This is an optimization exercise on Yosys and OpenROAD, whose aim is a short achievable clock period and few clock cycles per item, not a production implementation.
Only simulation tests tie the RTL to the original design; equivalence was not proved.
No driver is modelled on the clock port, so clocking that relies on it looks cheaper here than on a real chip.
Power and IR drop assume default switching activity.

## flow/design.v (module list and top-level ports; edited modules follow where they fit)
// module operand_join: 18 lines
// module int_alu: 99 lines
// module mul_pipe: 1830 lines
// module result_buffer: 40 lines
// module dfu_top: 60 lines
module dfu_top (
	input  logic        clk,
	input  logic        rst,
	input  logic        a_valid,
	input  logic [4:0]  a_op,
	input  logic [31:0] a_data,
	output logic        a_ready,
	input  logic        b_valid,
	input  logic [31:0] b_data,
	output logic        b_ready,
	output logic        res_valid,
	output logic [31:0] res_data,
	input  logic        res_ready
);
  // ...
==> flow/flow/run.sh <==
#!/bin/bash
# The standard layout (standard.sh, all ORFS steps to finish) with these
# changes:
# - synthesis runs through flow/synth.tcl: modules are mapped one by one
#   (SYNTH_HIERARCHICAL 1, flattened at the end as the standard flow's synthesis
#   does), with flow/speed.abc, a delay-driven ABC script, and with no
#   adder cells extracted;
# - the port buffers are plain sky130_fd_sc_hd__buf_4 cells (which the
#   resizer may resize) rather than delay cells;
# - the CTS and global-route steps each end with extra setup repair
#   passes (flow/post_cts.tcl, flow/post_grt.tcl).
# Make's full output goes to flow_make.log in the work folder; ORFS keeps
# each step's log under orfs/logs/.
set -euo pipefail
work=$(pwd)
bash standard.sh \
  SYNTH_HIERARCHICAL=1 \
  SYNTH_SCRIPT="$work/flow/synth.tcl" \
  FLOW_ABC_SCRIPT="$work/flow/speed.abc" \
  BUFFER_PORTS_ARGS="-buffer_cell sky130_fd_sc_hd__buf_4" \
  POST_CTS_TCL="$work/flow/post_cts.tcl" \
  POST_GLOBAL_ROUTE_TCL="$work/flow/post_grt.tcl" \
  finish > "$work/flow_make.log" 2>&1
==> flow/flow/post_cts.tcl <==
# two more setup repair passes after the standard CTS-stage repair,
# then legalise the placement again
estimate_parasitics -placement
repair_timing -setup -setup_margin $::env(SETUP_SLACK_MARGIN) -repair_tns 100 -verbose
repair_timing -setup -setup_margin $::env(SETUP_SLACK_MARGIN) -repair_tns 100 -skip_last_gasp -sequence "sizeup,swap,buffer,clone" -verbose
detailed_placement
check_placement -verbose
==> flow/flow/post_grt.tcl <==
# one more setup repair pass on global-route parasitics after the
# standard one, then legalise, reroute the changed nets and write the
# route guides again
estimate_parasitics -global_routing
repair_timing -setup -setup_margin $::env(SETUP_SLACK_MARGIN) -repair_tns 100 -verbose
global_route -start_incremental
detailed_placement
global_route -end_incremental
estimate_parasitics -global_routing
write_guides $::env(RESULTS_DIR)/route.guide
==> flow/flow/speed.abc <==
strash
dch -f
map -p {D}
strash
dch -f
map -p {D}
topo
buffer -c
stime -c
upsize -c {D}
dnsize -c {D}
==> flow/flow/synth.tcl <==
# The standard synthesis (synth_recipe.tcl), run with SYNTH_HIERARCHICAL 1
# so each module is mapped on its own, and with two changes: Yosys's abc
# command uses flow/speed.abc, a delay-driven mapping script, instead of
# the ORFS speed script; and no full or half adder cells are extracted, so
# ABC maps all the adder logic itself. Everything else, registers
# included, is unchanged.
proc synth {args} { yosys synth -nofsm -noshare {*}$args }
proc abc {args} {
  set i [lsearch -exact $args -script]
  if {$i >= 0} { lset args [expr {$i + 1}] $::env(FLOW_ABC_SCRIPT) }
  set j [lsearch -exact $args -D]
  if {$j >= 0} { lset args [expr {$j + 1}] 1500 } else { lappend args -D 1500 }
  yosys abc {*}$args
}
proc extract_fa {args} {}
source $::env(SCRIPTS_DIR)/synth.tcl
# left out here: clear keep_hierarchy, flatten, clean up, hide names made inside functions, write 1_2_yosys.v
==> flow/standard.sh <==
#!/bin/bash
# synth_recipe.tcl (not shown) runs the flow's synth.tcl, then flattens the netlist and writes it again
# the make line also repeats each setting of config.mk as NAME=value (left out here)
make -C /OpenROAD-flow-scripts/flow DESIGN_CONFIG=/design/flow/config.mk WORK_HOME=/design/flow/orfs CLKGATE_MAP_FILE= SYNTH_SCRIPT=/design/flow/synth_recipe.tcl "${@:-finish}"
==> flow/config.mk <==
export PLATFORM = sky130hd
export DESIGN_NAME = dfu_top
export DESIGN_NICKNAME = dfu_top
export VERILOG_FILES = /design/flow/design.v
export SDC_FILE = /design/flow/constraint.sdc
export NUM_CORES = 4
export LEC_CHECK = 0
export CAP_MARGIN = 20
export CORE_MARGIN = 2
export CORE_UTILIZATION = 40
export SETUP_SLACK_MARGIN = 4.0
export SLEW_MARGIN = 20
==> flow/constraint.sdc <==
create_clock -name core_clock -period 9.0 [get_ports {clk}]
set_input_delay 1.8000 -clock core_clock [delete_from_list [all_inputs] [get_ports {clk}]]
set_output_delay 1.8000 -clock core_clock [all_outputs]
set_load 0.01 [all_outputs]
==> flow_summary.yaml, run 1 <==
outcome:
  status: "complete, no violations"
cells_and_area:
  dominant-cell-class: "multi-input gates"
  largestRegisters: "mul0.row_q x122, rbuf0.slot_q x32"
  fin_cells: 7866
  register_area_um2: 4680
  buffer_area_frac: 0.141
  inv_count: 502
  nFlopsAndLatches: 156
  sh_seq_area: 0.0844
  nClkBuffers: 18
  area_growth_pct: 28.8
placed_design:
  dp.cells: 7401
  hpwlAfterDp_mm: 183
  dpl_cell_area_um2: 44700
floorplan:
  initial_core_util: 0.402
  boundaryPins: 109
  die_w_um: 332
  taps: 1403
  dieArea_um2: 110000
timing:
  fin_tns_setup_ps: 0
  tightest_slew_ps: 1110
  slew_headroom: 0.260
  setup_viol: 0
power:
  power_switching_uw: 6470
  clk-power_uw: 769
  leakagePower_uw: 0.0239
  p_int_uw: 4510
  powerDensity_nw_per_um2: 198
worst_setup_path:
  crit_fanout: 8
  reg2reg_to: "mul0.row_q[63]"
  crit_arrival_ps: 4280
  cp_num_cells: 15
cts:
  clkTransAtPathRegs_ps: 70
synthesis:
  yosys.area.top_type: "edfxtp_1"
  synth_top_area_frac: 0.107
  postSynthCellCount: 6164
drt:
  wl_met1_mm: 99.2
  dr_wl_met3_mm: 38.7
  first_pass_iters: 10
global_routing:
  grt_util_all_layers: 0.465
Testbench counts, summed over its fixed seeds: cycles 9,419, items 8,000.
==> run 2, diff against run 1 <==
--- a/flow/config.mk
+++ b/flow/config.mk
@@ -7,6 +7,6 @@
 export LEC_CHECK = 0
 export CAP_MARGIN = 20
 export CORE_MARGIN = 2
-export CORE_UTILIZATION = 40
+export CORE_UTILIZATION = 30
 export SETUP_SLACK_MARGIN = 4.0
 export SLEW_MARGIN = 20
==> run 2 against run 1 <==
Compared with the run above: still clean; die area grew 33%; sequential share of layout area shrank 0.095 points; synthesized cell count is the same; critical path type unchanged.
==> flow_summary.yaml, run 2 <==
global_routing:
  grt_pass1_wl_mm: 364
  grt_start_max_net_pins: 68
  overflow: 0
  grt_util_all_layers: 0.339
  grt_pass1_vias: 51001
  antenna_found_initial: 17
synthesis:
  synth_top_area_frac: 0.107
  synthFlopType: "edfxtp_1"
  yosys.area.top_type: "edfxtp_1"
  synth_nets: 6238
  async_reset_ff_frac: 0.0128
  syn_area_um2: 43000
  postSynthCellCount: 6164
  seq_area_frac_synth: 0.109
  netlist-cell-type-count: 115
  ys_ff_latch: 156
  ys_top_cells_by_count: "nand2_1, nand3_1, inv_1, nand4_1, a21oi_1"
  synth_most_common_cell: "nand2_1"
  avgSynthCellArea_um2: 6.98
  synth_area_leaders: "edfxtp_1, nand2_1, nand3_1"
  yosysWarningCount: 11
  synth_edf_count: 154
cells_and_area:
  final_util: 0.395
  fillers: 14492
  multi_input_comb_area_um2: 38200
  most-common-layout-cells: "nand2_1, nand3_1, inv_1, nand4_1, buf_4"
  largest_register_ffs: 122
  area_growth_pct: 30.3
  drive_gt1_frac: 0.227
  top_register: "mul0.row_q"
  nNetsFinal: 6543
  mostFrequentLayoutCell: "nand2_1"
  register_area_um2: 4680
  largestRegisters: "mul0.row_q x122, rbuf0.slot_q x32"
timing:
  setup_viol: 0
  slew_headroom: 0.253
  maxSlewViolCount: 0
  fin_tns_setup_ps: 0
  period_share: 0.678
  hold_ws_ps: 906
  finalClockSkew_ps: 22.0
  tightest_slew_ps: 1120
  worst_slack_ps: 2900
  hold_violations: 0
  period_needed_ps: 6100
  fmax_ghz: 0.164
drt:
  first_pass_iters: 17
  top_layer: "met5"
  drt_drc_violations_left: 0
  postRouteWirelength_mm: 261
  initialDrtViolationCount: 8873
  wl_met2_mm: 101
  dr_wl_met3_mm: 39.5
  wl_met1_mm: 98.6
  postRouteAntennaNets: 0
  vias: 56227
  wl_per_cell_um: 31.2
  viasPerCell: 6.71
power:
  leakagePower_uw: 0.0243
  p_int_uw: 4400
  power_switching_uw: 6280
  worst_ir_drop_vdd_v: 0.000279
  clockPowerShare: 0.069
  finalPower_uw: 10700
  p_comb_frac: 0.816
  p_seq_frac: 0.115
  swShare: 0.588
  powerDensity_nw_per_um2: 190
cts:
  cts_tree: "built"
  insertion_delay_ps: 510
  cts_sinks: 156
  clkTransAtPathRegs_ps: 60
hold_path:
  hp-class: "reg2reg"
  worstHoldStart: "rbuf0.full_q"
floorplan:
  boundaryPins: 109
  initial_core_util: 0.303
  rows: 138
  die_h_um: 383
  die_w_um: 383
  core_um2: 142000
  dieArea_um2: 146000
worst_setup_path:
  worstSetupPathType: "in2out"
  startpoint: "b_data[5]"
  required_ps: 7200
  start_kind: "input pin"
  crit_arrival_ps: 4300
  critPathCaptureType: "primary output"
  r2r_setup_slack_ps: 5070
  r2r_start: "rbuf0.mul_q"
  crit_fanout: 10
placed_design:
  place_ws_ps: 1920
  hpwlAfterDp_mm: 178
  gp_congestion: 1.09
  io_buffer_count: 108
outcome:
  status: "complete, no violations"
run:
  cap_violations: 0
==> run 2: cell families (layout without fill, tap and decap cells) <==
kind of cell,Yosys count,in the layout,share of synthesized area
AO/OA/AOI/OAI,1966,1966,0.340
XOR/XNOR,259,259,0.103
adder cells (fa/ha/maj),41,41,0.00971
buffers and inverters,860,1175,0.0890
flip-flops,156,156,0.109
multiplexers,9,9,0.00212
other,0,9,0
AND/OR/NAND/NOR,2873,2874,0.348
==> run 2: worst paths after layout <==
| path | end | cells after the start |
|---|---|---|
| min in group asynchronous | rbuf0.full_q | 2 |
| worst min register to register | rbuf0.full_q | 3 |
| worst max-delay path | res_data[29] | 14 |
| worst max register to register | mul0.row_q[127] | 5 |
| max in group asynchronous | rbuf0.mul_q | 2 |
| worst min-delay path | rbuf0.full_q | 3 |
==> run 2: cell type report <==
class                      instances  area share
multi-input combinational       5149       0.681
timing repair buffer             643       0.148
sequential                       156      0.0834
tap                             1890      0.0422
inverter                         501      0.0353
clock buffer                      18     0.00766
clock inverter                    12     0.00199
antenna                            9    0.000402
timing repair inverter             1    0.000156
==> run 2: routing by layer <==
metal,GRT usage,vias up
li1,-,23899
met3,0.140,1338
met1,0.426,26615
met4,0.216,14
met2,0.473,4361
met5,0.00265,-
==> run 2: Yosys stat by module, one instance, submodules excluded, excerpt <==
| module | flip-flops and latches | area (um^2) | cells inside |
|---|---|---|---|
| result_buffer | 34 | 1850 | 190 |
| mul_pipe | 122 | 29100 | 3957 |
| int_alu | 0 | 12100 | 2009 |
| operand_join | 0 | 45.0 | 8 |
==> run 2: metrics by stage <==
step	cells	cell area [um^2]
finish	8379	56100
detailed placement	7884	45300
global placement	7884	45300
floorplan	6164	43600
==> run 2: critical path: stages <==
cell	delay, ps
buf_16	140
nor2_4	110
nand4_1	200
nor2_4	180
buf_12	140
buf_4	120
nand4_1	80
nand4_1	260
nand4_1	310
a211oi_4	420
nand3_4	190
nand2_2	110
nand3_2	80
buf_6	130
==> run 2: power groups by stage <==
stage          combinational [uW]  clock (uW)  sequential (uW)
3_3_place_gp                 7490           0             1230
2_1_floorplan                4990           0             1200
6_report                     8710         735             1230
3_5_place_dp                 7560           0             1240
==> module int_alu, before the edit <==
module int_alu (
	input  logic [4:0]     tok_op,
	input  dfu_pkg::word_t tok_a,
	input  dfu_pkg::word_t tok_b,
	output logic           mul_quick,
	output dfu_pkg::word_t alu_data
);
	dfu_pkg::word_t sum;
	dfu_pkg::word_t dif;
	logic           big;
	dfu_pkg::word_t shl;
	dfu_pkg::word_t shr;
	dfu_pkg::word_t sra;
	logic signed [dfu_pkg::DATA_W-1:0] sa;
	assign sa = tok_a;
	assign sum = tok_a + tok_b;
	assign dif = tok_a - tok_b;
	logic [30:0] gt [6];
	logic [30:0] eqf [6];
	logic        gt_lo;
	logic        eq_lo;
	logic        a31;
	logic        b31;
	assign gt[0]  = tok_a[30:0] & ~tok_b[30:0];
	assign eqf[0] = ~(tok_a[30:0] ^ tok_b[30:0]);
	for (genvar l = 0; l < 5; l++) begin : g_cmp
		for (genvar i = 0; i < 31; i++) begin : g_bit
			if ((i % (2 << l)) == 0 && i + (1 << l) < 31) begin : g_join
				assign gt[l+1][i]  = gt[l][i+(1<<l)] | (eqf[l][i+(1<<l)] & gt[l][i]);
				assign eqf[l+1][i] = eqf[l][i+(1<<l)] & eqf[l][i];
			end else begin : g_pass
				assign gt[l+1][i]  = gt[l][i];
				assign eqf[l+1][i] = eqf[l][i];
			end
		end
	end
	assign gt_lo = gt[5][0];
	assign eq_lo = eqf[5][0];
	assign a31 = tok_a[31];
	assign b31 = tok_b[31];
	logic eq;
	logic ugt;
	logic sgt;
	assign eq  = eq_lo & (a31 == b31);
	assign ugt = (a31 & ~b31) | ((a31 == b31) & gt_lo);
	assign sgt = (~a31 & b31) | ((a31 == b31) & gt_lo);
	assign big = |tok_b[31:5];
	assign shl = tok_a << tok_b[4:0];
	assign shr = tok_a >> tok_b[4:0];
	assign sra = dfu_pkg::word_t'(sa >>> tok_b[4:0]);
	logic a_01;
	logic b_01;
	dfu_pkg::word_t mul01;
	assign a_01 = ~|tok_a[31:1];
	assign b_01 = ~|tok_b[31:1];
	assign mul_quick = a_01 | b_01;
	assign mul01 = b_01 ? (tok_a & {32{tok_b[0]}}) : (tok_b & {32{tok_a[0]}});
	logic s_mul;
	logic s_add, s_sub, s_and, s_or, s_xor, s_shl, s_shr, s_sra, s_fill;
	logic cmp;
	assign s_mul  = (tok_op == dfu_pkg::OP_MUL) & mul_quick;
	assign s_add  = (tok_op == dfu_pkg::OP_ADD);
	assign s_sub  = (tok_op == dfu_pkg::OP_SUB);
	assign s_and  = (tok_op == dfu_pkg::OP_AND);
	assign s_or   = (tok_op == dfu_pkg::OP_OR);
	assign s_xor  = (tok_op == dfu_pkg::OP_XOR);
	assign s_shl  = (tok_op == dfu_pkg::OP_SHL) & ~big;
	assign s_shr  = (tok_op == dfu_pkg::OP_LSHR) & ~big;
	assign s_sra  = (tok_op == dfu_pkg::OP_ASHR) & ~big;
	assign s_fill = (tok_op == dfu_pkg::OP_ASHR) & big & tok_a[31];
	always_comb begin
		case (tok_op)
			dfu_pkg::OP_EQ:  cmp = eq;
			dfu_pkg::OP_NE:  cmp = ~eq;
			dfu_pkg::OP_UGT: cmp = ugt;
			dfu_pkg::OP_UGE: cmp = ugt | eq;
			dfu_pkg::OP_ULT: cmp = ~(ugt | eq);
			dfu_pkg::OP_ULE: cmp = ~ugt;
			dfu_pkg::OP_SGT: cmp = sgt;
			dfu_pkg::OP_SGE: cmp = sgt | eq;
			dfu_pkg::OP_SLT: cmp = ~(sgt | eq);
			dfu_pkg::OP_SLE: cmp = ~sgt;
			default:         cmp = 1'b0;
		endcase
	end
	always_comb begin
		alu_data = ({32{s_add}} & sum)
			| ({32{s_sub}} & dif)
			| ({32{s_and}} & (tok_a & tok_b))
			| ({32{s_or}}  & (tok_a | tok_b))
			| ({32{s_xor}} & (tok_a ^ tok_b))
			| ({32{s_shl}} & shl)
			| ({32{s_shr}} & shr)
			| ({32{s_sra}} & sra)
			| {32{s_fill}}
			| ({32{s_mul}} & mul01);
		alu_data[0] = alu_data[0] | cmp;
	end
endmodule
==> module result_buffer, before the edit <==
module result_buffer (
	input  logic           clk,
	input  logic           rst,
	input  logic           take,
	input  logic           is_mul,
	input  dfu_pkg::word_t alu_data,
	input  dfu_pkg::word_t mul_data,
	output logic           busy,
	output logic           mul_load,
	output logic           res_valid,
	output dfu_pkg::word_t res_data,
	input  logic           res_ready
);
	logic           mul_q;
	logic           full_q;
	dfu_pkg::word_t slot_q;
	assign busy = mul_q | full_q;
	assign mul_load = ~busy;
	always_ff @(posedge clk or posedge rst) begin
		if (rst) begin
			mul_q  <= 1'b0;
			full_q <= 1'b0;
		end else if (busy) begin
			if (res_ready) begin
				mul_q  <= 1'b0;
				full_q <= 1'b0;
			end
		end else begin
			mul_q  <= take & is_mul;
			full_q <= take & ~is_mul & ~res_ready;
		end
	end
	always_ff @(posedge clk) begin
		if (~busy) begin
			slot_q <= alu_data;
		end
	end
	assign res_valid = busy | (take & ~is_mul);
	assign res_data = busy ? (mul_q ? mul_data : slot_q) : alu_data;
endmodule
==> module dfu_top, before the edit <==
module dfu_top (
	input  logic        clk,
	input  logic        rst,
	input  logic        a_valid,
	input  logic [4:0]  a_op,
	input  logic [31:0] a_data,
	output logic        a_ready,
	input  logic        b_valid,
	input  logic [31:0] b_data,
	output logic        b_ready,
	output logic        res_valid,
	output logic [31:0] res_data,
	input  logic        res_ready
);
	logic           take;
	logic           is_mul;
	logic           mul_quick;
	logic           busy;
	logic           mul_load;
	dfu_pkg::word_t alu_data;
	dfu_pkg::word_t mul_data;
	operand_join join0 (
		.a_valid (a_valid),
		.a_op    (a_op),
		.b_valid (b_valid),
		.mul_quick (mul_quick),
		.busy    (busy),
		.a_ready (a_ready),
		.b_ready (b_ready),
		.take    (take),
		.is_mul  (is_mul)
	);
	int_alu alu0 (
		.tok_op   (a_op),
		.tok_a    (a_data),
		.tok_b    (b_data),
		.mul_quick (mul_quick),
		.alu_data (alu_data)
	);
	mul_pipe mul0 (
		.clk  (clk),
		.load (mul_load),
		.op_a (a_data),
		.op_b (b_data),
		.prod (mul_data)
	);
	result_buffer rbuf0 (
		.clk       (clk),
		.rst       (rst),
		.take      (take),
		.is_mul    (is_mul),
		.alu_data  (alu_data),
		.mul_data  (mul_data),
		.busy      (busy),
		.mul_load  (mul_load),
		.res_valid (res_valid),
		.res_data  (res_data),
		.res_ready (res_ready)
	);
endmodule
==> run 3, diff against run 2 <==
--- a/flow/design.v
+++ b/flow/design.v
@@ -46,8 +46,11 @@
 	input  dfu_pkg::word_t tok_a,
 	input  dfu_pkg::word_t tok_b,
 	output logic           mul_quick,
-	output dfu_pkg::word_t alu_data
+	input  logic           busy,
+	input  dfu_pkg::word_t held_data,
+	output dfu_pkg::word_t res_data
 );
+	dfu_pkg::word_t alu_data;
 	dfu_pkg::word_t sum;
 	dfu_pkg::word_t dif;
 	logic           big;
@@ -139,6 +142,7 @@
 			| ({32{s_mul}} & mul01);
 		alu_data[0] = alu_data[0] | cmp;
 	end
+	assign res_data = busy ? held_data : alu_data;
 endmodule
 module mul_pipe (
 	input  logic        clk,
@@ -1975,12 +1979,12 @@
 	input  logic           rst,
 	input  logic           take,
 	input  logic           is_mul,
-	input  dfu_pkg::word_t alu_data,
 	input  dfu_pkg::word_t mul_data,
 	output logic           busy,
 	output logic           mul_load,
 	output logic           res_valid,
-	output dfu_pkg::word_t res_data,
+	output dfu_pkg::word_t held_data,
+	input  dfu_pkg::word_t res_data,
 	input  logic           res_ready
 );
 	logic           mul_q;
@@ -2004,11 +2008,11 @@
 	end
 	always_ff @(posedge clk) begin
 		if (~busy) begin
-			slot_q <= alu_data;
+			slot_q <= res_data;
 		end
 	end
 	assign res_valid = busy | (take & ~is_mul);
-	assign res_data = busy ? (mul_q ? mul_data : slot_q) : alu_data;
+	assign held_data = mul_q ? mul_data : slot_q;
 endmodule
 module dfu_top (
 	input  logic        clk,
@@ -2029,7 +2033,7 @@
 	logic           mul_quick;
 	logic           busy;
 	logic           mul_load;
-	dfu_pkg::word_t alu_data;
+	dfu_pkg::word_t held_data;
 	dfu_pkg::word_t mul_data;
 	operand_join join0 (
 		.a_valid (a_valid),
@@ -2047,7 +2051,9 @@
 		.tok_a    (a_data),
 		.tok_b    (b_data),
 		.mul_quick (mul_quick),
-		.alu_data (alu_data)
+		.busy      (busy),
+		.held_data (held_data),
+		.res_data  (res_data)
 	);
 	mul_pipe mul0 (
 		.clk  (clk),
@@ -2061,11 +2067,11 @@
 		.rst       (rst),
 		.take      (take),
 		.is_mul    (is_mul),
-		.alu_data  (alu_data),
 		.mul_data  (mul_data),
 		.busy      (busy),
 		.mul_load  (mul_load),
 		.res_valid (res_valid),
+		.held_data (held_data),
 		.res_data  (res_data),
 		.res_ready (res_ready)
 	);
--- a/flow/config.mk
+++ b/flow/config.mk
@@ -7,6 +7,6 @@
 export LEC_CHECK = 0
 export CAP_MARGIN = 20
 export CORE_MARGIN = 2
-export CORE_UTILIZATION = 30
+export CORE_UTILIZATION = 40
 export SETUP_SLACK_MARGIN = 4.0
 export SLEW_MARGIN = 20
==> run 3 against run 2 <==
Compared with the run above: clock skew rose by 23 ps; critical path depth shrank 6; global-route usage rose by 14 points; largest cell class unchanged; maximum frequency fell by 0.13%; first-iteration DRC count decreased by 4.5%; flip-flop and latch count did not move; count of clock-buffer cells in the layout is 1 lower; critical endpoint is now res_data[27]; highest routed layer unchanged; worst setup slack got worse by 7.9 ps; critical path type unchanged; clock power up 12%; sequential power grew 4%.
==> flow_summary.yaml, run 3 <==
floorplan:
  core_um2: 106000
  boundaryPins: 109
  rows: 119
  die_h_um: 331
  dieArea_um2: 110000
  die_w_um: 331
  initial_core_util: 0.405
drt:
  vias: 56309
  first_pass_iters: 12
  postRouteWirelength_mm: 279
  postRouteAntennaNets: 0
  drt_drc_violations_left: 0
  initialDrtViolationCount: 8474
  viasPerCell: 7.22
  wl_per_cell_um: 35.7
cells_and_area:
  area_growth_pct: 30.8
  mostFrequentLayoutCell: "nand2_1"
  largest_register_ffs: 122
  final_util: 0.529
  fillers: 10130
  most-common-layout-cells: "nand2_1, nand3_1, inv_1, nand4_1, buf_4"
  nNetsFinal: 6455
  drive_gt1_frac: 0.257
  top_register: "mul0.row_q"
  largestRegisters: "mul0.row_q x122, rbuf0.slot_q x32"
placed_design:
  hpwlAfterDp_mm: 193
  gp_congestion: 1.09
  io_buffer_count: 108
cts:
  cts_sinks: 156
  cts_tree: "built"
  insertion_delay_ps: 580
  clkTransAtPathRegs_ps: 70
worst_setup_path:
  worstSetupPathType: "in2out"
  cp_slowest_stage_delay_ps: 660
  cp_common_cell: "buf_16"
  start_kind: "input pin"
  required_ps: 7200
  r2r_setup_slack_ps: 5220
  worstPathBufferInverterCount: 4
  crit_fanout: 45
  critical_path.slowest_cell: "a311oi_4"
  critPathCaptureType: "primary output"
  cpLargestDelayFamily: "compound AO/OA/AOI/OAI gates"
  path_cells: "buf_16, buf_4, buf_16, o31ai_2, a2111oi_2, a311oi_4, a31oi_4, buf_6"
  crit_arrival_ps: 4310
synthesis:
  async_reset_ff_frac: 0.0128
  synth_most_common_cell: "nand2_1"
  postSynthCellCount: 6052
  synth_area_leaders: "edfxtp_1, nand2_1, nand4_1"
  avgSynthCellArea_um2: 7.07
  synth_nets: 6126
  seq_area_frac_synth: 0.109
  synth_edf_count: 154
  yosys.area.top_type: "edfxtp_1"
  yosysWarningCount: 11
  netlist-cell-type-count: 115
  syn_area_um2: 42800
  ys_ff_latch: 156
  synthFlopType: "edfxtp_1"
  synth_top_area_frac: 0.108
  ys_top_cells_by_count: "nand2_1, nand3_1, inv_1, nand4_1, a21oi_1"
power:
  clockPowerShare: 0.068
  finalPower_uw: 12200
  leakagePower_uw: 0.0237
  p_int_uw: 4970
  p_seq_frac: 0.105
  p_comb_frac: 0.827
  powerDensity_nw_per_um2: 217
  power_switching_uw: 7180
  swShare: 0.591
  worst_ir_drop_vdd_v: 0.000273
timing:
  fmax_ghz: 0.164
  slew_headroom: 0.234
  finalClockSkew_ps: 45.4
  setup_viol: 0
  tightest_slew_ps: 1150
  maxSlewViolCount: 0
  hold_violations: 0
  period_needed_ps: 6110
  period_share: 0.679
  fin_tns_setup_ps: 0
run:
  cap_violations: 0
global_routing:
  antenna_found_initial: 15
  grt_pass1_vias: 49691
  grt_start_max_net_pins: 130
  overflow: 0
  grt_util_all_layers: 0.480
  grt_pass1_wl_mm: 374
outcome:
  status: "complete, no violations"
hold_path:
  hp-class: "reg2reg"
-- run 3: changes by cell type after synthesis, moves of 14 or more --
cell       change
nand2_1       -51
inv_1         +14
buf_2         -33
mux2_4        +29
a41oi_1       +26
nand3_1       -64
nand3b_1      -24
nor2_1        -21
o2111ai_1     -19
nor2b_1       +41
a21o_1        -24
-- run 3: cell families after synthesis --
logic type                 synth area share
xor gates and xnor gates              0.103
adders and majority gates           0.00953
DFF                                   0.109
and+or+nand+nor                       0.336
buffers and inverters                0.0884
AOI/OAI and AO/OA                     0.339
muxes                                0.0145
-- run 3: layer usage --
| layer | global-route usage | wire, um | vias up |
|---|---|---|---|
| met5 | 0 | 300 | - |
| met4 | 0.388 | 29600 | 10 |
| met3 | 0.149 | 38700 | 1389 |
| met2 | 0.694 | 111000 | 4495 |
| met1 | 0.586 | 99100 | 26759 |
| li1 | - | - | 23656 |
-- run 3: worst paths after layout --
| path | from | to | depth (start not counted) |
|---|---|---|---|
| setup / recovery | b_data[1] | res_data[27] | 8 |
| hold / removal | rbuf0.full_q | rbuf0.full_q | 2 |
| setup reg to reg | mul0.row_q[91] | rbuf0.slot_q[29] | 16 |
| hold reg to reg | rbuf0.full_q | rbuf0.full_q | 2 |
| max in group asynchronous | rst | rbuf0.mul_q | 2 |
| min in group asynchronous | rst | rbuf0.full_q | 2 |
-- run 3: power groups by stage --
stage	clock [uW]	combinational [uW]	sequential, uW
after global placement	0	7800	1260
after floorplan	0	5000	1210
final	820	10100	1280
after detailed placement	0	7830	1260
-- run 3: final cells by class --
type,instances,area [um^2],share of cell area
multi-input cells,5038,38800,0.693
repair buffers,646,7980,0.143
flip-flops and latches,156,4680,0.0836
inverters,522,2180,0.0390
well taps,1391,1740,0.0311
clock buffers,17,425,0.00760
clock inverters,15,148,0.00264
diodes,14,35.0,0.000626
-- run 3: per-stage QoR --
stage               hold WS, ps  instances  instance area (um^2)  setup WS, ps
detailed placement          616       7323                 44400          1630
finish                      611       7799                 56000          2890
global placement            591       7323                 44400          1580
floorplan                   562       6052                 42800          2880
-- run 3: worst reg2reg max path, stage by stage (launching register included) --
cell       delay [ps]
edfxtp_1          570
nand2_1           200
a21oi_4           240
inv_1             120
nor2_1            180
a21oi_2            90
o221ai_2          260
nand4_1           200
buf_4             200
o21ai_0           290
a21oi_2            90
o2111ai_1         120
nand2_1           250
mux2_4            330
nor2b_1           200
a31oi_4            60
buf_4             150
-- run 3: per-module statistics from Yosys (local to each module, per instance), excerpt --
module	flops+latches	times used	area (um^2)	cells
int_alu	0	1	12100	2003
operand_join	0	1	45.0	8
result_buffer	34	1	1620	84
mul_pipe	122	1	29100	3957
Testbench counts of run 3, summed over its fixed seeds: cycles 9,419, items 8,000.
==> module operand_join, before the edit <==
module operand_join (
	input  logic       a_valid,
	input  logic [4:0] a_op,
	input  logic       b_valid,
	input  logic       mul_quick,
	input  logic       busy,
	output logic       a_ready,
	output logic       b_ready,
	output logic       take,
	output logic       is_mul
);
	logic join_valid;
	assign join_valid = a_valid & b_valid;
	assign is_mul = (a_op == dfu_pkg::OP_MUL) & ~mul_quick;
	assign take = join_valid & ~busy;
	assign a_ready = take;
	assign b_ready = take;
endmodule
==> run 4, diff against run 3 <==
--- a/flow/design.v
+++ b/flow/design.v
@@ -27,7 +27,6 @@
 	input  logic       a_valid,
 	input  logic [4:0] a_op,
 	input  logic       b_valid,
-	input  logic       mul_quick,
 	input  logic       busy,
 	output logic       a_ready,
 	output logic       b_ready,
@@ -36,7 +35,7 @@
 );
 	logic join_valid;
 	assign join_valid = a_valid & b_valid;
-	assign is_mul = (a_op == dfu_pkg::OP_MUL) & ~mul_quick;
+	assign is_mul = (a_op == dfu_pkg::OP_MUL);
 	assign take = join_valid & ~busy;
 	assign a_ready = take;
 	assign b_ready = take;
@@ -45,12 +44,8 @@
 	input  logic [4:0]     tok_op,
 	input  dfu_pkg::word_t tok_a,
 	input  dfu_pkg::word_t tok_b,
-	output logic           mul_quick,
-	input  logic           busy,
-	input  dfu_pkg::word_t held_data,
-	output dfu_pkg::word_t res_data
+	output dfu_pkg::word_t alu_data
 );
-	dfu_pkg::word_t alu_data;
 	dfu_pkg::word_t sum;
 	dfu_pkg::word_t dif;
 	logic           big;
@@ -94,17 +89,8 @@
 	assign shl = tok_a << tok_b[4:0];
 	assign shr = tok_a >> tok_b[4:0];
 	assign sra = dfu_pkg::word_t'(sa >>> tok_b[4:0]);
-	logic a_01;
-	logic b_01;
-	dfu_pkg::word_t mul01;
-	assign a_01 = ~|tok_a[31:1];
-	assign b_01 = ~|tok_b[31:1];
-	assign mul_quick = a_01 | b_01;
-	assign mul01 = b_01 ? (tok_a & {32{tok_b[0]}}) : (tok_b & {32{tok_a[0]}});
-	logic s_mul;
 	logic s_add, s_sub, s_and, s_or, s_xor, s_shl, s_shr, s_sra, s_fill;
 	logic cmp;
-	assign s_mul  = (tok_op == dfu_pkg::OP_MUL) & mul_quick;
 	assign s_add  = (tok_op == dfu_pkg::OP_ADD);
 	assign s_sub  = (tok_op == dfu_pkg::OP_SUB);
 	assign s_and  = (tok_op == dfu_pkg::OP_AND);
@@ -138,11 +124,9 @@
 			| ({32{s_shl}} & shl)
 			| ({32{s_shr}} & shr)
 			| ({32{s_sra}} & sra)
-			| {32{s_fill}}
-			| ({32{s_mul}} & mul01);
+			| {32{s_fill}};
 		alu_data[0] = alu_data[0] | cmp;
 	end
-	assign res_data = busy ? held_data : alu_data;
 endmodule
 module mul_pipe (
 	input  logic        clk,
@@ -1979,12 +1963,12 @@
 	input  logic           rst,
 	input  logic           take,
 	input  logic           is_mul,
+	input  dfu_pkg::word_t alu_data,
 	input  dfu_pkg::word_t mul_data,
 	output logic           busy,
 	output logic           mul_load,
 	output logic           res_valid,
-	output dfu_pkg::word_t held_data,
-	input  dfu_pkg::word_t res_data,
+	output dfu_pkg::word_t res_data,
 	input  logic           res_ready
 );
 	logic           mul_q;
@@ -2008,11 +1992,11 @@
 	end
 	always_ff @(posedge clk) begin
 		if (~busy) begin
-			slot_q <= res_data;
+			slot_q <= alu_data;
 		end
 	end
 	assign res_valid = busy | (take & ~is_mul);
-	assign held_data = mul_q ? mul_data : slot_q;
+	assign res_data = busy ? (mul_q ? mul_data : slot_q) : alu_data;
 endmodule
 module dfu_top (
 	input  logic        clk,
@@ -2030,16 +2014,14 @@
 );
 	logic           take;
 	logic           is_mul;
-	logic           mul_quick;
 	logic           busy;
 	logic           mul_load;
-	dfu_pkg::word_t held_data;
+	dfu_pkg::word_t alu_data;
 	dfu_pkg::word_t mul_data;
 	operand_join join0 (
 		.a_valid (a_valid),
 		.a_op    (a_op),
 		.b_valid (b_valid),
-		.mul_quick (mul_quick),
 		.busy    (busy),
 		.a_ready (a_ready),
 		.b_ready (b_ready),
@@ -2050,10 +2032,7 @@
 		.tok_op   (a_op),
 		.tok_a    (a_data),
 		.tok_b    (b_data),
-		.mul_quick (mul_quick),
-		.busy      (busy),
-		.held_data (held_data),
-		.res_data  (res_data)
+		.alu_data (alu_data)
 	);
 	mul_pipe mul0 (
 		.clk  (clk),
@@ -2067,11 +2046,11 @@
 		.rst       (rst),
 		.take      (take),
 		.is_mul    (is_mul),
+		.alu_data  (alu_data),
 		.mul_data  (mul_data),
 		.busy      (busy),
 		.mul_load  (mul_load),
 		.res_valid (res_valid),
-		.held_data (held_data),
 		.res_data  (res_data),
 		.res_ready (res_ready)
 	);
==> run 4 against run 3 <==
Compared with the run above: count of clock-buffer cells in the layout unchanged; critical endpoint is now res_data[12]; critical path type unchanged; first-iteration DRC count shrank 14%; largest power group unchanged; flip-flop and latch count unchanged; worst setup slack worse by 82 ps; still clean; cell count shrank 4.2%.
==> flow_summary.yaml, run 4 <==
placed_design:
  gp_congestion: 1.07
  io_buffer_count: 108
  place_ws_ps: 1430
  hpwlAfterDp_mm: 149
synthesis:
  yosysWarningCount: 11
  ys_ff_latch: 156
  synth_nets: 6027
  seq_area_frac_synth: 0.111
  synth_top_area_frac: 0.110
  yosys.area.top_type: "edfxtp_1"
  synth_edf_count: 154
  synth_most_common_cell: "nand2_1"
  synthFlopType: "edfxtp_1"
  synth_area_leaders: "edfxtp_1, nand2_1, nand3_1"
  postSynthCellCount: 5953
  ys_top_cells_by_count: "nand2_1, nand3_1, inv_1, nand4_1, a21oi_1"
  netlist-cell-type-count: 113
  syn_area_um2: 42000
  avgSynthCellArea_um2: 7.06
  async_reset_ff_frac: 0.0128
drt:
  viasPerCell: 6.90
  vias: 51552
  first_pass_iters: 10
  drt_drc_violations_left: 0
  postRouteWirelength_mm: 215
  initialDrtViolationCount: 7290
  postRouteAntennaNets: 0
  wl_per_cell_um: 28.7
power:
  clockPowerShare: 0.079
  worst_ir_drop_vdd_v: 0.000234
  power_switching_uw: 5440
  p_int_uw: 4210
  leakagePower_uw: 0.0224
  p_comb_frac: 0.794
  p_seq_frac: 0.127
  swShare: 0.563
  powerDensity_nw_per_um2: 189
global_routing:
  grt_start_max_net_pins: 68
  grt_util_all_layers: 0.376
  grt_pass1_vias: 46223
  antenna_found_initial: 6
  grt_pass1_wl_mm: 302
  overflow: 0
cells_and_area:
  most-common-layout-cells: "nand2_1, nand3_1, inv_1, nand4_1, buf_4"
  mostFrequentLayoutCell: "nand2_1"
  largest_register_ffs: 122
  nNetsFinal: 6149
  final_util: 0.493
  largestRegisters: "mul0.row_q x122, rbuf0.slot_q x32"
  drive_gt1_frac: 0.186
  area_growth_pct: 21.8
  top_register: "mul0.row_q"
timing:
  finalClockSkew_ps: 28.5
  period_needed_ps: 6200
  hold_violations: 0
  slew_headroom: 0.179
  tightest_slew_ps: 1230
  setup_viol: 0
  fin_tns_setup_ps: 0
  worst_slack_ps: 2800
  period_share: 0.688
  fmax_ghz: 0.161
  maxSlewViolCount: 0
  hold_ws_ps: 796
floorplan:
  rows: 118
  core_um2: 104000
  boundaryPins: 109
  dieArea_um2: 108000
  initial_core_util: 0.405
  die_h_um: 328
  die_w_um: 328
worst_setup_path:
  worstSetupPathType: "in2out"
  r2r_setup_slack_ps: 5820
  reg2reg_to: "mul0.row_q[28]"
  start_kind: "input pin"
  critPathCaptureType: "primary output"
  rr_worst_depth: 4
  crit_arrival_ps: 4400
  crit_fanout: 6
  required_ps: 7200
  r2r_start: "rbuf0.mul_q"
hold_path:
  holdPathEnd: "mul0.row_q[66]"
  worstHoldStart: "rbuf0.full_q"
  worstHoldPathCells: 1
  hp-class: "reg2reg"
cts:
  clkTransAtPathRegs_ps: 70
  cts_tree: "built"
  insertion_delay_ps: 530
  cts_sinks: 156
run:
  cap_violations: 0
outcome:
  status: "complete, no violations"
==> run 4: cell count changes in the layout (fill, tap and decap cells not counted), moves of 20 or more <==
cell	previous run	this run
nor2_1	156	197
nand2_2	79	37
buf_12	56	36
o21ai_0	113	134
nand3b_1	134	167
o21bai_1	64	85
a21oi_1	218	257
mux2_4	29	1
o21ai_2	39	17
nor2b_1	72	35
nand2_1	717	790
nand4_1	428	366
a41oi_2	23	3
buf_4	406	260
==> run 4: how the worst max path moves through the flow <==
stage,start,endpoint,slack [ps],cells past startpoint
finish,b_data[17],res_data[12],2800,16
detailed placement,b_data[18],res_data[17],1430,10
global placement,b_data[18],res_data[17],1400,10
floorplan,b_data[11],res_data[24],3650,12
==> run 4: cells by family (layout without fill, tap and decap cells) <==
group	after synthesis	after routing	share of synthesized area
adders and majority gates	41	41	0.00994
muxes	18	18	0.00441
buffers and inverters	839	970	0.0886
xor gates and xnor gates	271	271	0.108
AOI/OAI and AO/OA	1956	1957	0.347
other	0	3	0
DFF	156	156	0.111
and+or+nand+nor	2672	2675	0.330
==> run 4: cell type report <==
| class | count | area [um^2] |
|---|---|---|
| Sequential cell | 156 | 4680 |
| Tap cell | 1380 | 1730 |
| Multi-Input combinational cell | 4962 | 36600 |
| Inverter | 499 | 1960 |
| Clock buffer | 17 | 425 |
| Clock inverter | 15 | 159 |
| Antenna cell | 3 | 7.51 |
| Fill cell | 10078 | 52600 |
| Timing Repair Buffer | 439 | 5630 |
==> run 4: through the flow <==
stage	cells	power [uW]	area [um^2]
after detailed placement	7150	8200	43300
after floorplan	5953	6160	42300
after global placement	7150	8120	43300
final	7471	9650	51200
==> run 4: worst max-delay path: stages <==
cell,delay [ps]
buf_16,120
nor4_4,370
nand4_4,280
buf_6,220
nor2_4,110
buf_12,140
buf_12,100
nand4_4,220
buf_4,230
nand4_1,100
o31ai_2,130
nand4_1,110
buf_4,150
nand2_1,60
nand3_1,110
buf_4,130
==> run 4: power by group through the flow <==
stage                     logic, uW  registers, uW  clock network [uW]
after floorplan                4960           1200                   0
final                          7660           1230                 760
after global placement         6890           1230                   0
after detailed placement       6960           1240                   0
==> run 4: Yosys stat by module, one instance, submodules excluded, a selection <==
module	cell area [um^2]	times used	cells	flip-flops and latches
mul_pipe	29100	1	3957	122
int_alu	11100	1	1798	0
result_buffer	1850	1	190	34
operand_join	45.0	1	8	0
==> run 4: per-layer routing <==
metal	vias up	part of all wire	global-route usage
met5	-	0.00039	0
met4	2	0.081	0.249
met3	873	0.14	0.114
met2	3643	0.41	0.549
met1	24342	0.38	0.476
li1	22692	-	-
Testbench counts of run 4, summed over its fixed seeds: cycles 10,092, items 8,000.
==> run 5, diff against run 4 <==
--- a/flow/design.v
+++ b/flow/design.v
@@ -27,6 +27,7 @@
 	input  logic       a_valid,
 	input  logic [4:0] a_op,
 	input  logic       b_valid,
+	input  logic       mul_quick,
 	input  logic       busy,
 	output logic       a_ready,
 	output logic       b_ready,
@@ -35,7 +36,7 @@
 );
 	logic join_valid;
 	assign join_valid = a_valid & b_valid;
-	assign is_mul = (a_op == dfu_pkg::OP_MUL);
+	assign is_mul = (a_op == dfu_pkg::OP_MUL) & ~mul_quick;
 	assign take = join_valid & ~busy;
 	assign a_ready = take;
 	assign b_ready = take;
@@ -44,6 +45,7 @@
 	input  logic [4:0]     tok_op,
 	input  dfu_pkg::word_t tok_a,
 	input  dfu_pkg::word_t tok_b,
+	output logic           mul_quick,
 	output dfu_pkg::word_t alu_data
 );
 	dfu_pkg::word_t sum;
@@ -89,8 +91,17 @@
 	assign shl = tok_a << tok_b[4:0];
 	assign shr = tok_a >> tok_b[4:0];
 	assign sra = dfu_pkg::word_t'(sa >>> tok_b[4:0]);
+	logic a_01;
+	logic b_01;
+	dfu_pkg::word_t mul01;
+	assign a_01 = ~|tok_a[31:1];
+	assign b_01 = ~|tok_b[31:1];
+	assign mul_quick = a_01 | b_01;
+	assign mul01 = b_01 ? (tok_a & {32{tok_b[0]}}) : (tok_b & {32{tok_a[0]}});
+	logic s_mul;
 	logic s_add, s_sub, s_and, s_or, s_xor, s_shl, s_shr, s_sra, s_fill;
 	logic cmp;
+	assign s_mul  = (tok_op == dfu_pkg::OP_MUL) & mul_quick;
 	assign s_add  = (tok_op == dfu_pkg::OP_ADD);
 	assign s_sub  = (tok_op == dfu_pkg::OP_SUB);
 	assign s_and  = (tok_op == dfu_pkg::OP_AND);
@@ -124,7 +135,8 @@
 			| ({32{s_shl}} & shl)
 			| ({32{s_shr}} & shr)
 			| ({32{s_sra}} & sra)
-			| {32{s_fill}};
+			| {32{s_fill}}
+			| ({32{s_mul}} & mul01);
 		alu_data[0] = alu_data[0] | cmp;
 	end
 endmodule
@@ -2014,6 +2026,7 @@
 );
 	logic           take;
 	logic           is_mul;
+	logic           mul_quick;
 	logic           busy;
 	logic           mul_load;
 	dfu_pkg::word_t alu_data;
@@ -2022,6 +2035,7 @@
 		.a_valid (a_valid),
 		.a_op    (a_op),
 		.b_valid (b_valid),
+		.mul_quick (mul_quick),
 		.busy    (busy),
 		.a_ready (a_ready),
 		.b_ready (b_ready),
@@ -2032,6 +2046,7 @@
 		.tok_op   (a_op),
 		.tok_a    (a_data),
 		.tok_b    (b_data),
+		.mul_quick (mul_quick),
 		.alu_data (alu_data)
 	);
 	mul_pipe mul0 (
==> flow/flow/post_cts.tcl (replaced) <==
# more setup repair passes after the standard CTS-stage repair, then
# legalise the placement again
estimate_parasitics -placement
repair_timing -setup -setup_margin $::env(SETUP_SLACK_MARGIN) -repair_tns 100 -verbose
repair_timing -setup -setup_margin $::env(SETUP_SLACK_MARGIN) -repair_tns 100 -skip_last_gasp -sequence "sizeup,swap,buffer,clone" -verbose
repair_timing -setup -setup_margin $::env(SETUP_SLACK_MARGIN) -repair_tns 100 -verbose
repair_timing -setup -setup_margin $::env(SETUP_SLACK_MARGIN) -repair_tns 100 -skip_last_gasp -sequence "unbuffer,sizeup,swap,buffer,clone,split" -verbose
detailed_placement
check_placement -verbose
==> flow/flow/post_grt.tcl (replaced) <==
# more setup repair passes on global-route parasitics after the
# standard one, then legalise, reroute the changed nets and write the
# route guides again
estimate_parasitics -global_routing
repair_timing -setup -setup_margin $::env(SETUP_SLACK_MARGIN) -repair_tns 100 -verbose
repair_timing -setup -setup_margin $::env(SETUP_SLACK_MARGIN) -repair_tns 100 -skip_last_gasp -sequence "sizeup,swap,buffer,clone" -verbose
global_route -start_incremental
detailed_placement
global_route -end_incremental
estimate_parasitics -global_routing
write_guides $::env(RESULTS_DIR)/route.guide
==> run 5 against run 4 <==
Compared with the run above: utilization grew 3.5 points; combinational power grew 18%; synthesized cell count grew 3.5%; synthesized area grew 2.4%; critical path depth is the same; power grew 14%; count of clock-buffer cells in the layout grew 1; die area grew 2.3%; flip-flop and latch count is the same.
==> flow_summary.yaml, run 5 <==
cells_and_area:
  nNetsFinal: 6575
  top_register: "mul0.row_q"
  fillers: 10290
  most-common-layout-cells: "nand2_1, nand3_1, inv_1, nand4_1, buf_4"
  mostFrequentLayoutCell: "nand2_1"
  largestRegisters: "mul0.row_q x122, rbuf0.slot_q x32"
  largest_register_ffs: 122
  drive_gt1_frac: 0.243
  area_growth_pct: 31.2
  final_util: 0.528
  register_area_um2: 4680
  multi_input_comb_area_um2: 38800
synthesis:
  seq_area_frac_synth: 0.109
  synth_most_common_cell: "nand2_1"
  ys_ff_latch: 156
  synth_area_leaders: "edfxtp_1, nand2_1, nand3_1"
  yosysWarningCount: 11
  synth_edf_count: 154
  ys_top_cells_by_count: "nand2_1, nand3_1, inv_1, nand4_1, a21oi_1"
  synth_nets: 6238
  yosys.area.top_type: "edfxtp_1"
  syn_area_um2: 43000
  avgSynthCellArea_um2: 6.98
  postSynthCellCount: 6164
  async_reset_ff_frac: 0.0128
  netlist-cell-type-count: 115
  synthFlopType: "edfxtp_1"
  synth_top_area_frac: 0.107
timing:
  period_share: 0.673
  fin_tns_setup_ps: 0
  period_needed_ps: 6060
  tightest_slew_ps: 1160
  slew_headroom: 0.228
  finalClockSkew_ps: 19.7
  hold_violations: 0
  hold_ws_ps: 879
  fmax_ghz: 0.165
  setup_viol: 0
  maxSlewViolCount: 0
drt:
  wl_met2_mm: 105
  postRouteWirelength_mm: 270
  initialDrtViolationCount: 8753
  dr_wl_met3_mm: 39.1
  vias: 56382
  viasPerCell: 7.11
  first_pass_iters: 8
  drt_drc_violations_left: 0
  postRouteAntennaNets: 0
  wl_per_cell_um: 34.1
  top_layer: "met5"
  wl_met1_mm: 100
cts:
  insertion_delay_ps: 540
  clkTransAtPathRegs_ps: 70
  cts_sinks: 156
  cts_tree: "built"
worst_setup_path:
  reg2reg_to: "mul0.row_q[63]"
  r2r_start: "rbuf0.mul_q"
  critPathCaptureType: "primary output"
  worstSetupPathType: "in2out"
  crit_fanout: 20
  rr_worst_depth: 3
  crit_arrival_ps: 4260
  required_ps: 7200
  start_kind: "input pin"
  startpoint: "b_data[6]"
  r2r_setup_slack_ps: 6190
floorplan:
  core_um2: 107000
  rows: 120
  boundaryPins: 109
  die_w_um: 332
  initial_core_util: 0.402
  die_h_um: 332
  dieArea_um2: 110000
power:
  finalPower_uw: 11000
  leakagePower_uw: 0.0244
  worst_ir_drop_vdd_v: 0.000289
  powerDensity_nw_per_um2: 196
global_routing:
  grt_pass1_wl_mm: 372
  antenna_found_initial: 16
  grt_pass1_vias: 50971
  overflow: 0
  grt_start_max_net_pins: 135
  grt_util_all_layers: 0.465
hold_path:
  holdPathEnd: "rbuf0.full_q"
  hp-class: "reg2reg"
  worstHoldStart: "rbuf0.full_q"
  worstHoldPathCells: 3
placed_design:
  hpwlAfterDp_mm: 183
  io_buffer_count: 108
  gp_congestion: 1.07
outcome:
  status: "complete, no violations"
run:
  cap_violations: 0
## run 5: cell families (layout without fill, tap and decap cells)
group                      count (synthesis)  in the layout  share of synthesized area
DFF                                      156            156                      0.109
adders and majority gates                 41             41                    0.00971
xor gates and xnor gates                 259            259                      0.103
AOI/OAI and AO/OA                       1966           1967                      0.340
muxes                                      9              9                    0.00212
buffers and inverters                    860           1207                     0.0890
other                                      0             13                          0
and+or+nand+nor                         2873           2875                      0.348
## run 5: power breakdown
| part | internal (uW) | switching, uW | leakage (uW) |
|---|---|---|---|
| sequential | 1080 | 172 | 0.00172 |
| combinational | 3110 | 5910 | 0.0225 |
| clock | 363 | 406 | 0.000260 |
| total | 4560 | 6480 | 0.0244 |
## run 5: final cells by class
cell class | instances | share of cell area
inverters | 501 | 0.0356
clock buffers | 18 | 0.00760
multi-input cells | 5151 | 0.687
flip-flops and latches | 156 | 0.0828
diodes | 13 | 0.000576
clock inverters | 14 | 0.00231
repair buffers | 673 | 0.152
well taps | 1403 | 0.0311
repair inverters | 1 | 0.000200
## run 5: modules after synthesis (local to each module, per instance), a selection
module / cell area, um^2 / copies in the design / cells / flops+latches
operand_join: 45.0 / 1 / 8 / 0
result_buffer: 1850 / 1 / 190 / 34
int_alu: 12100 / 1 / 2009 / 0
mul_pipe: 29100 / 1 / 3957 / 122
## run 5: through the flow
| step | instances | setup slack [ps] | area, um^2 |
|---|---|---|---|
| 2_1_floorplan | 6164 | 3690 | 43600 |
| 3_3_place_gp | 7401 | 1750 | 44700 |
| 3_5_place_dp | 7401 | 1760 | 44700 |
| 6_report | 7930 | 2940 | 56400 |
## run 5: worst max path at each step
stage                         to  slack (ps)  cells after the start
finish              res_data[27]        2940                     16
detailed placement  res_data[29]        1760                     14
global placement    res_data[27]        1750                     13
floorplan           res_data[25]        3690                     11
## run 5: critical path, cell delays in order
cell and delay [ps]:
buf_12 200, nor2_2 60, nand4_1 180, nor2_4 60, buf_12 150, nand4_4 140
nor2_4 80, buf_12 150, buf_8 120, o211ai_1 140, nand3_1 180, nor4_4 400
nand3_4 210, nand2_2 100, nand3_2 90, buf_6 130
## run 5: routing by layer
metal / up-vias / GRT usage
met4: 6 / 0.342
met3: 1273 / 0.180
met5: - / 0.00695
li1: 23967 / -
met1: 26824 / 0.574
met2: 4312 / 0.654
Testbench counts of run 5, summed over its fixed seeds: cycles 9,419, items 8,000.
==> run 6, diff against run 5 <==
--- a/flow/config.mk
+++ b/flow/config.mk
@@ -8,5 +8,6 @@
 export CAP_MARGIN = 20
 export CORE_MARGIN = 2
 export CORE_UTILIZATION = 40
+export PLACE_DENSITY = 0.75
 export SETUP_SLACK_MARGIN = 4.0
 export SLEW_MARGIN = 20
==> run 6 against run 5 <==
Compared with the run above: clock skew is 6.8 ps lower; routed wire length down 5.2%; highest routed layer unchanged; synthesized cell count did not move; maximum frequency decreased by 0.58%; cell count increased by 0.11%; first-iteration DRC count is 7.2% higher; largest cell class unchanged; worst hold slack better by 15 ps; flip-flop and latch count stayed put; still clean; worst setup slack got worse by 35 ps; cell area increased by 0.34%.
==> flow_summary.yaml, run 6 <==
outcome:
  status: "complete, no violations"
cells_and_area:
  drive_gt1_frac: 0.247
  most-common-layout-cells: "nand2_1, nand3_1, inv_1, nand4_1, buf_4"
  mostFrequentLayoutCell: "nand2_1"
  fillers: 9953
  largest_register_ffs: 122
  largestRegisters: "mul0.row_q x122, rbuf0.slot_q x32"
  stdcell_area_um2: 56600
  area_growth_pct: 31.6
  nNetsFinal: 6588
  top_register: "mul0.row_q"
timing:
  slew_headroom: 0.197
  worst_slack_ps: 2900
  period_needed_ps: 6100
  fin_tns_setup_ps: 0
  fmax_ghz: 0.164
  period_share: 0.677
  tightest_slew_ps: 1200
  hold_violations: 0
  maxSlewViolCount: 0
  setup_viol: 0
  finalClockSkew_ps: 12.8
worst_setup_path:
  r2r_setup_slack_ps: 5090
  cp_common_cell: "buf_6"
  cpLargestDelayFamily: "simple AND/OR/NAND/NOR gates"
  crit_arrival_ps: 4300
  rr_worst_depth: 5
  start_kind: "input pin"
  critical_path.slowest_cell: "a211oi_4"
  required_ps: 7200
  worstSetupPathType: "in2out"
  crit_fanout: 6
  cp_num_cells: 13
  cp_slowest_stage_delay_ps: 450
  critPathCaptureType: "primary output"
  worstPathBufferInverterCount: 5
  path_cells: "buf_16, nor4_4, nand4_4, o21ai_4, buf_12, buf_4, buf_6, o211ai_1, a211oi_4, nand3_4, nand2_2, nand3_2, buf_6"
drt:
  wl_met1_mm: 91.8
  postRouteAntennaNets: 0
  vias: 57026
  initialDrtViolationCount: 9380
  viasPerCell: 7.18
  dr_wl_met3_mm: 41.2
  top_layer: "met5"
  postRouteWirelength_mm: 256
  wl_per_cell_um: 32.3
  wl_met2_mm: 98.0
  drt_drc_violations_left: 0
  first_pass_iters: 11
power:
  powerDensity_nw_per_um2: 188
  leakagePower_uw: 0.0247
  worst_ir_drop_vdd_v: 0.000263
synthesis:
  yosysWarningCount: 11
  ys_ff_latch: 156
  yosys.area.top_type: "edfxtp_1"
  synth_most_common_cell: "nand2_1"
  synth_top_area_frac: 0.107
  avgSynthCellArea_um2: 6.98
  synth_edf_count: 154
  postSynthCellCount: 6164
  ys_top_cells_by_count: "nand2_1, nand3_1, inv_1, nand4_1, a21oi_1"
  netlist-cell-type-count: 115
  synthFlopType: "edfxtp_1"
  synth_nets: 6238
  async_reset_ff_frac: 0.0128
  synth_area_leaders: "edfxtp_1, nand2_1, nand3_1"
  seq_area_frac_synth: 0.109
  syn_area_um2: 43000
placed_design:
  gp_congestion: 1.11
  io_buffer_count: 108
  hpwlAfterDp_mm: 173
  place_ws_ps: 1770
  dpl_cell_area_um2: 44500
cts:
  cts_tree: "built"
  clkTransAtPathRegs_ps: 70
  cts_sinks: 156
  insertion_delay_ps: 520
floorplan:
  boundaryPins: 109
  initial_core_util: 0.402
  die_h_um: 332
  dieArea_um2: 110000
  rows: 120
  die_w_um: 332
  core_um2: 107000
global_routing:
  grt_pass1_vias: 52613
  grt_util_all_layers: 0.444
  grt_start_max_net_pins: 68
  overflow: 0
  antenna_found_initial: 12
  grt_pass1_wl_mm: 361
run:
  cap_violations: 0
hold_path:
  hp-class: "reg2reg"
  worstHoldPathCells: 3
-- run 6: final timing paths --
path,startpoint,to
max,b_data[5],res_data[29]
min,rbuf0.full_q,rbuf0.full_q
max reg2reg,rbuf0.mul_q,mul0.row_q[91]
min reg2reg,rbuf0.full_q,rbuf0.full_q
max in group asynchronous,rst,rbuf0.mul_q
min in group asynchronous,rst,rbuf0.mul_q
-- run 6: worst register-to-register path, cell delays in order, from the launching register on --
cell and delay [ps]:
dfrtp_2 400, buf_4 340, nor2_8 830, buf_4 620, buf_4 570, buf_4 710
-- run 6: modules after synthesis, one instance, submodules excluded, a selection --
module	cells inside	cell area [um^2]	flip-flops and latches
mul_pipe	3957	29100	122
int_alu	2009	12100	0
result_buffer	190	1850	34
operand_join	8	45.0	0
-- run 6: stage by stage --
step | util | hold WS, ps | std cells | power (uW)
6_report | 0.530 | 893 | 7939 | 10700
2_1_floorplan | - | 657 | 6164 | 6190
3_5_place_dp | 0.417 | 868 | 7384 | 8530
3_3_place_gp | 0.417 | 857 | 7384 | 8440
-- run 6: cells by family (layout without fill, tap and decap cells) --
family	count (synthesis)	after routing	share of synthesized area
XOR/XNOR	259	259	0.103
flip-flops	156	156	0.109
AO/OA/AOI/OAI	1966	1967	0.340
multiplexers	9	9	0.00212
other	0	10	0
adder cells (fa/ha/maj)	41	41	0.00971
buffers and inverters	860	1218	0.0890
AND/OR/NAND/NOR	2873	2876	0.348
-- run 6: layout make-up --
type                            instances  area, um^2  share of cell area
Antenna cell                           10        25.0            0.000442
Clock buffer                           17         425             0.00751
Clock inverter                         14         130             0.00230
Inverter                              501        2000              0.0353
Multi-Input combinational cell       5152       39000               0.688
Sequential cell                       156        4680              0.0826
Tap cell                             1403        1760              0.0310
Timing Repair Buffer                  686        8650               0.153
-- run 6: power by group --
group	switching [uW]	total [uW]	internal, uW
Clock	376	737	361
Combinational	5640	8680	3040
Sequential	157	1240	1080
Total	6170	10700	4480
-- run 6: routing by layer --
| layer | up-vias | GRT usage |
|---|---|---|
| li1 | 24010 | - |
| met3 | 1567 | 0.212 |
| met4 | 12 | 0.332 |
| met5 | - | 0.0148 |
| met1 | 26729 | 0.529 |
| met2 | 4708 | 0.613 |

==> separate check: timing with driven ports <==
Ports are ideal in the flow. The routed layouts listed here were re-timed in OpenROAD. Step 1 (the two cells are an assumption about what drives the block):
set clk [get_ports {clk}]
set_driving_cell -lib_cell sky130_fd_sc_hd__clkbuf_16 $clk
set_driving_cell -lib_cell sky130_fd_sc_hd__buf_2 [delete_from_list [all_inputs] $clk]
Step 2, shift: input delay + t, output delay - t, t = (earliest + latest rising clock arrival at the registers) / 2. This alone moves slack from input paths to output paths. Three values: ideal, step 1, step 2; two values: the first two.
run | t, ns | slack for setup (ns) | hold WS [ns] | clock arrival spread, ns | worst register clock-pin slew, ns
run 1 | 0.593 | 2.918 / 2.648 / 2.399 | 0.881 / 0.881 / 0.881 | 0.037 / 0.037 | 0.11 / 0.11
run 2 | 0.566 | 2.895 / 2.658 / 2.658 | 0.906 / 0.906 / 0.906 | 0.031 / 0.031 | 0.08 / 0.08
run 3 | 0.632 | 2.887 / 2.593 / 2.593 | 0.611 / 0.611 / 0.611 | 0.048 / 0.048 | 0.12 / 0.12
run 4 | 0.575 | 2.805 / 2.621 / 2.162 | 0.796 / 0.796 / 0.796 | 0.037 / 0.038 | 0.10 / 0.10
run 5 | 0.594 | 2.939 / 2.664 / 2.371 | 0.879 / 0.879 / 0.879 | 0.037 / 0.036 | 0.11 / 0.11
run 6 | 0.585 | 2.904 / 2.627 / 2.627 | 0.893 / 0.893 / 0.893 | 0.021 / 0.021 | 0.08 / 0.08
After both steps setup and hold are still met in every run listed. For run 4, which loses most, drivers alone change the setup slack by -0.184 ns; drivers and shift together by -0.643 ns.
